This design comes from an exercise in tuning for small area, a short achievable clock period and few clock cycles on the open sky130 flow, not from production work.
At most, simulation tests tie the RTL to the original design; equivalence was not proved.
Power figures rest on the tool's default switching activity, not on a simulated workload.

==> module link_bridge, before the edit <==
module link_bridge (
    input  logic        i_clk,
    input  logic        i_rst,
    input  logic        wb_cyc_i,
    input  logic        wb_stb_i,
    input  logic        wb_we_i,
    input  logic [1:0]  wb_sel_i,
    input  logic [23:0] wb_adr_i,
    input  logic [15:0] wb_dat_i,
    input  logic        wb_burst4_i,
    input  logic        wb_burst8_i,
    output logic [15:0] wb_dat_o,
    output logic        wb_ack_o,
    output logic        wb_err_o,
    output logic        link_dir_o
);
    logic [15:0] mem [64];
    logic [2:0]  cnt;        
    logic        rd_act;     
    logic [7:0]  lo_q;
    logic [7:0]  hi_q;
    logic        wv_q;       
    logic [1:0]  wsel_q;
    logic [15:0] wdat_q;
    logic        clr_q;      
    logic        beat;
    logic        first;
    logic [2:0]  last;
    logic        is_last;
    logic        hi_zero;
    logic        rin;        
    logic [7:0]  lo_dec;     
    logic [7:0]  hi_dec;
    logic [7:0]  nlo;        
    logic [7:0]  nhi;
    logic        nin;        
    logic [63:0] word_oh;
    logic [15:0] rdat;
    assign beat = wb_cyc_i & wb_stb_i;
    assign first = (cnt == 3'd0);
    assign last = wb_burst8_i ? 3'd7 : (wb_burst4_i ? 3'd3 : 3'd0);
    assign is_last = (cnt == last);
    assign hi_zero = (wb_adr_i[23:6] == 18'd0);
    assign rin = |hi_q;
    assign nlo = {lo_q[6:0], lo_q[7]};
    assign nhi = lo_q[7] ? {hi_q[6:0], 1'b0} : hi_q;
    assign nin = |nhi;
    always_comb begin
        for (int j = 0; j < 8; j++) begin
            lo_dec[j] = (wb_adr_i[2:0] == 3'(j));
            hi_dec[j] = hi_zero & (wb_adr_i[5:3] == 3'(j));
        end
    end
    always_ff @(posedge i_clk) begin
        if (i_rst) begin
            cnt <= 3'd0;
            rd_act <= 1'b0;
            lo_q <= 8'd0;
            hi_q <= 8'd0;
            wv_q <= 1'b0;
            wsel_q <= 2'b00;
            wdat_q <= 16'd0;
            clr_q <= 1'b1;
            wb_ack_o <= 1'b0;
            wb_err_o <= 1'b0;
            link_dir_o <= 1'b0;
        end else begin
            wv_q <= 1'b0;
            clr_q <= 1'b0;
            wb_ack_o <= 1'b0;
            wb_err_o <= 1'b0;
            link_dir_o <= 1'b0;
            if (rd_act) begin
                wb_ack_o <= rin;
                wb_err_o <= ~rin;
                link_dir_o <= ~is_last;
                lo_q <= nlo;
                hi_q <= nhi;
                cnt <= is_last ? 3'd0 : cnt + 3'd1;
                rd_act <= ~is_last;
            end else if (beat) begin
                if (first) begin
                    lo_q <= lo_dec;
                    hi_q <= hi_dec;
                end else begin
                    lo_q <= nlo;
                    hi_q <= nhi;
                end
                if (wb_we_i) begin
                    wb_ack_o <= first ? hi_zero : nin;
                    wb_err_o <= first ? ~hi_zero : ~nin;
                    wv_q <= 1'b1;
                    wsel_q <= wb_sel_i;
                    wdat_q <= wb_dat_i;
                    cnt <= is_last ? 3'd0 : cnt + 3'd1;
                end else begin
                    rd_act <= 1'b1;
                end
            end
        end
    end
    always_comb begin
        rdat = 16'd0;
        for (int i = 0; i < 64; i++) begin
            word_oh[i] = hi_q[i / 8] & lo_q[i % 8];
            rdat = rdat | (mem[i] & {16{word_oh[i]}});
        end
    end
    always_ff @(posedge i_clk) begin
        wb_dat_o <= rdat;
    end
    always_ff @(posedge i_clk) begin
        for (int i = 0; i < 64; i++) begin
            if (clr_q || (wv_q && word_oh[i] && wsel_q[1])) begin
                mem[i][15:8] <= wdat_q[15:8];
            end
            if (clr_q || (wv_q && word_oh[i] && wsel_q[0])) begin
                mem[i][7:0] <= wdat_q[7:0];
            end
        end
    end
endmodule
==> flow/config.mk <==
export PLATFORM = sky130hd
export DESIGN_NAME = link_bridge
export DESIGN_NICKNAME = link_bridge
export VERILOG_FILES = /design/flow/design.v
export SDC_FILE = /design/flow/constraint.sdc
export NUM_CORES = 4
export LEC_CHECK = 0
export CAP_MARGIN = 20
export CORE_MARGIN = 2
export CORE_UTILIZATION = 50
export CTS_CLUSTER_DIAMETER = 80
export CTS_CLUSTER_SIZE = 25
export SETUP_SLACK_MARGIN = 3.9
export SLEW_MARGIN = 20
==> flow/constraint.sdc <==
create_clock -name core_clock -period 6.5 [get_ports {i_clk}]
set_input_delay 1.3000 -clock core_clock [delete_from_list [all_inputs] [get_ports {i_clk}]]
set_output_delay 1.3000 -clock core_clock [all_outputs]
set_load 0.01 [all_outputs]
run.sh (not shown) runs the stock make flow with config.mk's settings and CLKGATE_MAP_FILE= SYNTH_SCRIPT=/design/flow/synth_recipe.tcl, a recipe that flattens the netlist after the stock synthesis.
The starting point passed the timing, design-rule and antenna checks.
Testbench counts at the start, summed over its fixed seeds: cycles 15,650.
Then changed:
--- a/flow/design.v
+++ b/flow/design.v
@@ -78,52 +78,40 @@
     output logic        wb_err_o,
     output logic        link_dir_o
 );
     logic [15:0] mem [64];
     logic [2:0]  cnt;        
     logic        rd_act;     
-    logic [7:0]  lo_q;
-    logic [7:0]  hi_q;
+    logic [5:0]  idx_q;      
+    logic        rin_q;      
     logic        wv_q;       
     logic [1:0]  wsel_q;
     logic [15:0] wdat_q;
     logic        clr_q;      
     logic        beat;
     logic        first;
     logic [2:0]  last;
     logic        is_last;
     logic        hi_zero;
-    logic        rin;        
-    logic [7:0]  lo_dec;     
-    logic [7:0]  hi_dec;
-    logic [7:0]  nlo;        
-    logic [7:0]  nhi;
+    logic [5:0]  nidx;       
     logic        nin;        
     logic [63:0] word_oh;
     logic [15:0] rdat;
     assign beat = wb_cyc_i & wb_stb_i;
     assign first = (cnt == 3'd0);
     assign last = wb_burst8_i ? 3'd7 : (wb_burst4_i ? 3'd3 : 3'd0);
     assign is_last = (cnt == last);
     assign hi_zero = (wb_adr_i[23:6] == 18'd0);
-    assign rin = |hi_q;
-    assign nlo = {lo_q[6:0], lo_q[7]};
-    assign nhi = lo_q[7] ? {hi_q[6:0], 1'b0} : hi_q;
-    assign nin = |nhi;
-    always_comb begin
-        for (int j = 0; j < 8; j++) begin
-            lo_dec[j] = (wb_adr_i[2:0] == 3'(j));
-            hi_dec[j] = hi_zero & (wb_adr_i[5:3] == 3'(j));
-        end
-    end
+    assign nidx = idx_q + 6'd1;
+    assign nin = rin_q & (idx_q != 6'd63);
     always_ff @(posedge i_clk) begin
         if (i_rst) begin
             cnt <= 3'd0;
             rd_act <= 1'b0;
-            lo_q <= 8'd0;
-            hi_q <= 8'd0;
+            idx_q <= 6'd0;
+            rin_q <= 1'b0;
             wv_q <= 1'b0;
             wsel_q <= 2'b00;
             wdat_q <= 16'd0;
             clr_q <= 1'b1;
             wb_ack_o <= 1'b0;
             wb_err_o <= 1'b0;
@@ -132,26 +120,26 @@
             wv_q <= 1'b0;
             clr_q <= 1'b0;
             wb_ack_o <= 1'b0;
             wb_err_o <= 1'b0;
             link_dir_o <= 1'b0;
             if (rd_act) begin
-                wb_ack_o <= rin;
-                wb_err_o <= ~rin;
+                wb_ack_o <= rin_q;
+                wb_err_o <= ~rin_q;
                 link_dir_o <= ~is_last;
-                lo_q <= nlo;
-                hi_q <= nhi;
+                idx_q <= nidx;
+                rin_q <= nin;
                 cnt <= is_last ? 3'd0 : cnt + 3'd1;
                 rd_act <= ~is_last;
             end else if (beat) begin
                 if (first) begin
-                    lo_q <= lo_dec;
-                    hi_q <= hi_dec;
+                    idx_q <= wb_adr_i[5:0];
+                    rin_q <= hi_zero;
                 end else begin
-                    lo_q <= nlo;
-                    hi_q <= nhi;
+                    idx_q <= nidx;
+                    rin_q <= nin;
                 end
                 if (wb_we_i) begin
                     wb_ack_o <= first ? hi_zero : nin;
                     wb_err_o <= first ? ~hi_zero : ~nin;
                     wv_q <= 1'b1;
                     wsel_q <= wb_sel_i;
@@ -163,13 +151,13 @@
             end
         end
     end
     always_comb begin
         rdat = 16'd0;
         for (int i = 0; i < 64; i++) begin
-            word_oh[i] = hi_q[i / 8] & lo_q[i % 8];
+            word_oh[i] = rin_q & (idx_q == 6'(i));
             rdat = rdat | (mem[i] & {16{word_oh[i]}});
         end
     end
     always_ff @(posedge i_clk) begin
         wb_dat_o <= rdat;
     end
Result: Worst setup slack loses 0.51 ns; total power is higher by a few percent; worst hold slack improves by 0.11 ns; routed wire length goes up by well over a third; synthesized cell count goes up by a few percent.
Function not checked in the second run of this note: the RTL went through the layout flow alone.

* * *

job 101:
The RTL this note starts from:
==> flow/design.v <==
`timescale 1ns/10ps
package link_pkg;
    localparam int LINK_W = 16;
    localparam int ADR_W = 24;
    localparam int MEM_DEPTH = 64;
    localparam int MEM_AW = 6;
    localparam logic HDR_MARKER = 1'b1;   
    typedef logic [LINK_W-1:0] link_word_t;
    typedef logic [ADR_W-1:0] link_adr_t;
    typedef logic [2:0] beat_cnt_t;   
    typedef enum logic [3:0] {
        CYC_SINGLE = 4'd0,
        CYC_BURST8 = 4'd1,
        CYC_BURST4 = 4'd2
    } cyc_type_e;
    typedef struct packed {
        logic [ADR_W-LINK_W-1:0] adr_hi;
        cyc_type_e cyc;
        logic we;
        logic [1:0] sel;
        logic marker;
    } link_hdr0_t;
    typedef struct packed {
        link_adr_t adr;
        logic we;
        logic [1:0] sel;
        beat_cnt_t last;
    } link_cmd_t;
    typedef struct packed {
        logic ok;
        logic err;
        link_word_t rdata;
    } link_result_t;
    function automatic beat_cnt_t cyc_last(cyc_type_e cyc);
        case (cyc)
            link_pkg::CYC_BURST8: cyc_last = 3'd7;
            link_pkg::CYC_BURST4: cyc_last = 3'd3;
            default: cyc_last = 3'd0;   
        endcase
    endfunction
endpackage
`timescale 1ns/10ps
package wb_pkg;
    localparam int WB_ADR_W = 24;
    localparam int WB_DAT_W = 16;
    typedef logic [WB_ADR_W-1:0] wb_adr_t;   
    typedef logic [WB_DAT_W-1:0] wb_dat_t;
    typedef struct packed {
        logic cyc;
        logic stb;
        logic we;
        logic [1:0] sel;
        wb_adr_t adr;
        wb_dat_t dat;
        logic burst4;
        logic burst8;   
    } wb_req_t;
endpackage
`timescale 1ns/10ps
`timescale 1ns/10ps
`timescale 1ns/10ps
`timescale 1ns/10ps
`timescale 1ns/10ps
`timescale 1ns/10ps
module link_bridge (
    input  logic        i_clk,
    input  logic        i_rst,
    input  logic        wb_cyc_i,
    input  logic        wb_stb_i,
    input  logic        wb_we_i,
    input  logic [1:0]  wb_sel_i,
    input  logic [23:0] wb_adr_i,
    input  logic [15:0] wb_dat_i,
    input  logic        wb_burst4_i,
    input  logic        wb_burst8_i,
    output logic [15:0] wb_dat_o,
    output logic        wb_ack_o,
    output logic        wb_err_o,
    output logic        link_dir_o
);
    logic [15:0] mem [64];
    logic [2:0]  cnt;        
    logic        rd_act;     
    logic [7:0]  lo_q;
    logic [7:0]  hi_q;
    logic [1:0]  wsel_q;     
    logic [15:0] wdat_q;
    logic        beat;
    logic        first;
    logic [2:0]  last;
    logic        is_last;
    logic        hi_zero;
    logic        rin;        
    logic [7:0]  lo_dec;     
    logic [7:0]  hi_dec;
    logic [7:0]  nlo;        
    logic [7:0]  nhi;
    logic        nin;        
    logic [63:0] word_oh;
    logic [15:0] rdat;
    assign beat = wb_cyc_i & wb_stb_i;
    assign first = (cnt == 3'd0);
    assign last = wb_burst8_i ? 3'd7 : (wb_burst4_i ? 3'd3 : 3'd0);
    assign is_last = (cnt == last);
    assign hi_zero = (wb_adr_i[23:6] == 18'd0);
    assign rin = |hi_q;
    assign nlo = {lo_q[6:0], lo_q[7]};
    assign nhi = lo_q[7] ? {hi_q[6:0], 1'b0} : hi_q;
    assign nin = |nhi;
    always_comb begin
        for (int j = 0; j < 8; j++) begin
            lo_dec[j] = (wb_adr_i[2:0] == 3'(j));
            hi_dec[j] = hi_zero & (wb_adr_i[5:3] == 3'(j));
        end
    end
    always_ff @(posedge i_clk) begin
        if (i_rst) begin
            cnt <= 3'd0;
            rd_act <= 1'b0;
            lo_q <= 8'hFF;
            hi_q <= 8'hFF;
            wsel_q <= 2'b11;
            wdat_q <= 16'd0;
            wb_ack_o <= 1'b0;
            wb_err_o <= 1'b0;
            link_dir_o <= 1'b0;
        end else begin
            wsel_q <= 2'b00;
            wb_ack_o <= 1'b0;
            wb_err_o <= 1'b0;
            link_dir_o <= 1'b0;
            if (rd_act) begin
                wb_ack_o <= rin;
                wb_err_o <= ~rin;
                link_dir_o <= ~is_last;
                lo_q <= nlo;
                hi_q <= nhi;
                cnt <= is_last ? 3'd0 : cnt + 3'd1;
                rd_act <= ~is_last;
            end else if (beat) begin
                if (first) begin
                    lo_q <= lo_dec;
                    hi_q <= hi_dec;
                end else begin
                    lo_q <= nlo;
                    hi_q <= nhi;
                end
                if (wb_we_i) begin
                    wb_ack_o <= first ? hi_zero : nin;
                    wb_err_o <= first ? ~hi_zero : ~nin;
                    wsel_q <= wb_sel_i;
                    wdat_q <= wb_dat_i;
                    cnt <= is_last ? 3'd0 : cnt + 3'd1;
                end else begin
                    rd_act <= 1'b1;
                end
            end
        end
    end
    always_comb begin
        rdat = 16'd0;
        for (int i = 0; i < 64; i++) begin
            word_oh[i] = hi_q[i / 8] & lo_q[i % 8];
            rdat = rdat | (mem[i] & {16{word_oh[i]}});
        end
    end
    always_ff @(posedge i_clk) begin
        wb_dat_o <= rdat;
    end
    always_ff @(posedge i_clk) begin
        for (int i = 0; i < 64; i++) begin
            if (word_oh[i] && wsel_q[1]) begin
                mem[i][15:8] <= wdat_q[15:8];
            end
            if (word_oh[i] && wsel_q[0]) begin
                mem[i][7:0] <= wdat_q[7:0];
            end
        end
    end
endmodule
==> flow/config.mk <==
export PLATFORM = sky130hd
export DESIGN_NAME = link_bridge
export DESIGN_NICKNAME = link_bridge
export VERILOG_FILES = /design/flow/design.v
export SDC_FILE = /design/flow/constraint.sdc
export NUM_CORES = 4
export LEC_CHECK = 0
export CAP_MARGIN = 20
export CORE_MARGIN = 2
export CORE_UTILIZATION = 50
export CTS_CLUSTER_DIAMETER = 80
export CTS_CLUSTER_SIZE = 25
export SETUP_SLACK_MARGIN = 4.1
export SLEW_MARGIN = 20
==> flow/constraint.sdc <==
create_clock -name core_clock -period 6.5 [get_ports {i_clk}]
set_input_delay 1.3000 -clock core_clock [delete_from_list [all_inputs] [get_ports {i_clk}]]
set_output_delay 1.3000 -clock core_clock [all_outputs]
set_load 0.01 [all_outputs]
standard.sh (not shown) runs the stock make flow with config.mk's settings and CLKGATE_MAP_FILE= SYNTH_SCRIPT=/design/flow/synth_recipe.tcl, a recipe that flattens the netlist after the stock synthesis.
==> flow/flow/run.sh <==
#!/bin/bash
# The standard layout, with the port buffers made of plain buffers (which
# timing repair can resize) instead of delay cells.
set -euo pipefail
bash standard.sh synth > synth.log 2>&1
bash standard.sh finish 'BUFFER_PORTS_ARGS=-buffer_cell sky130_fd_sc_hd__buf_2' > layout.log 2>&1
### job 101 -> job 102
--- a/flow/design.v
+++ b/flow/design.v
@@ -154,17 +154,24 @@
                 end else begin
                     rd_act <= 1'b1;
                 end
             end
         end
     end
+    logic [15:0] grp [8];    
     always_comb begin
-        rdat = 16'd0;
         for (int i = 0; i < 64; i++) begin
             word_oh[i] = hi_q[i / 8] & lo_q[i % 8];
-            rdat = rdat | (mem[i] & {16{word_oh[i]}});
+        end
+        rdat = 16'd0;
+        for (int k = 0; k < 8; k++) begin
+            grp[k] = 16'd0;
+            for (int j = 0; j < 8; j++) begin
+                grp[k] = grp[k] | (mem[8 * k + j] & {16{lo_q[j]}});
+            end
+            rdat = rdat | (grp[k] & {16{hi_q[k]}});
         end
     end
     always_ff @(posedge i_clk) begin
         wb_dat_o <= rdat;
     end
     always_ff @(posedge i_clk) begin
## What came out
- Switching share of power ends up lower on job 102.
- The run showing the smaller number of diodes added for antenna fixing is job 102.
- From job 101 to job 102 the numbers moved as follows: total power fell by 7.8%; core utilization fell by 1.3 points; final period utilization fell by 2.1 points; headroom to the max-slew limit rose by 4.5 points.
- Job 102 vs job 101, met1 track demand over resource went down by 14 points.
Testbench counts of job 102, summed over its fixed seeds: cycles 15,650.
Function not checked in job 101: the RTL went through the layout flow alone.

re-timing with driven ports:
How much do the figures lean on ideal ports? The routed layouts below were timed once more, with nothing changed but the port constraints. Step 1 assumes that a clkbuf_16 drives the clock port and a buf_2 every other input. Step 2 also shifts input and output timing later by t, the mid clock arrival at the registers, as if the neighbouring blocks saw the same clock. a / b / c = ideal ports / drivers / drivers and shift; a / b = the first two.
run | t (ns) | setup WS [ns] | worst setup path at the end | slew at the worst register clock pin (ns) | worst slew at a driven data input, ns
the first run of note 1 | 0.705 | 3.797 / 3.797 / 3.364 | input to register | 0.10 / 0.10 | 0.05
the second run of note 1 | 0.739 | 3.286 / 3.286 / 3.286 | register to register | 0.12 / 0.12 | 0.05
job 101 | 0.714 | 3.927 / 3.927 / 3.628 | input to register | 0.11 / 0.11 | 0.07
job 102 | 0.696 | 4.061 / 3.993 / 3.711 | input to register | 0.10 / 0.10 | 0.06
After both steps every run listed still meets setup and hold. For the first run of note 1, which loses most, drivers alone change the setup slack by 0.000 ns; drivers and shift together by -0.433 ns.
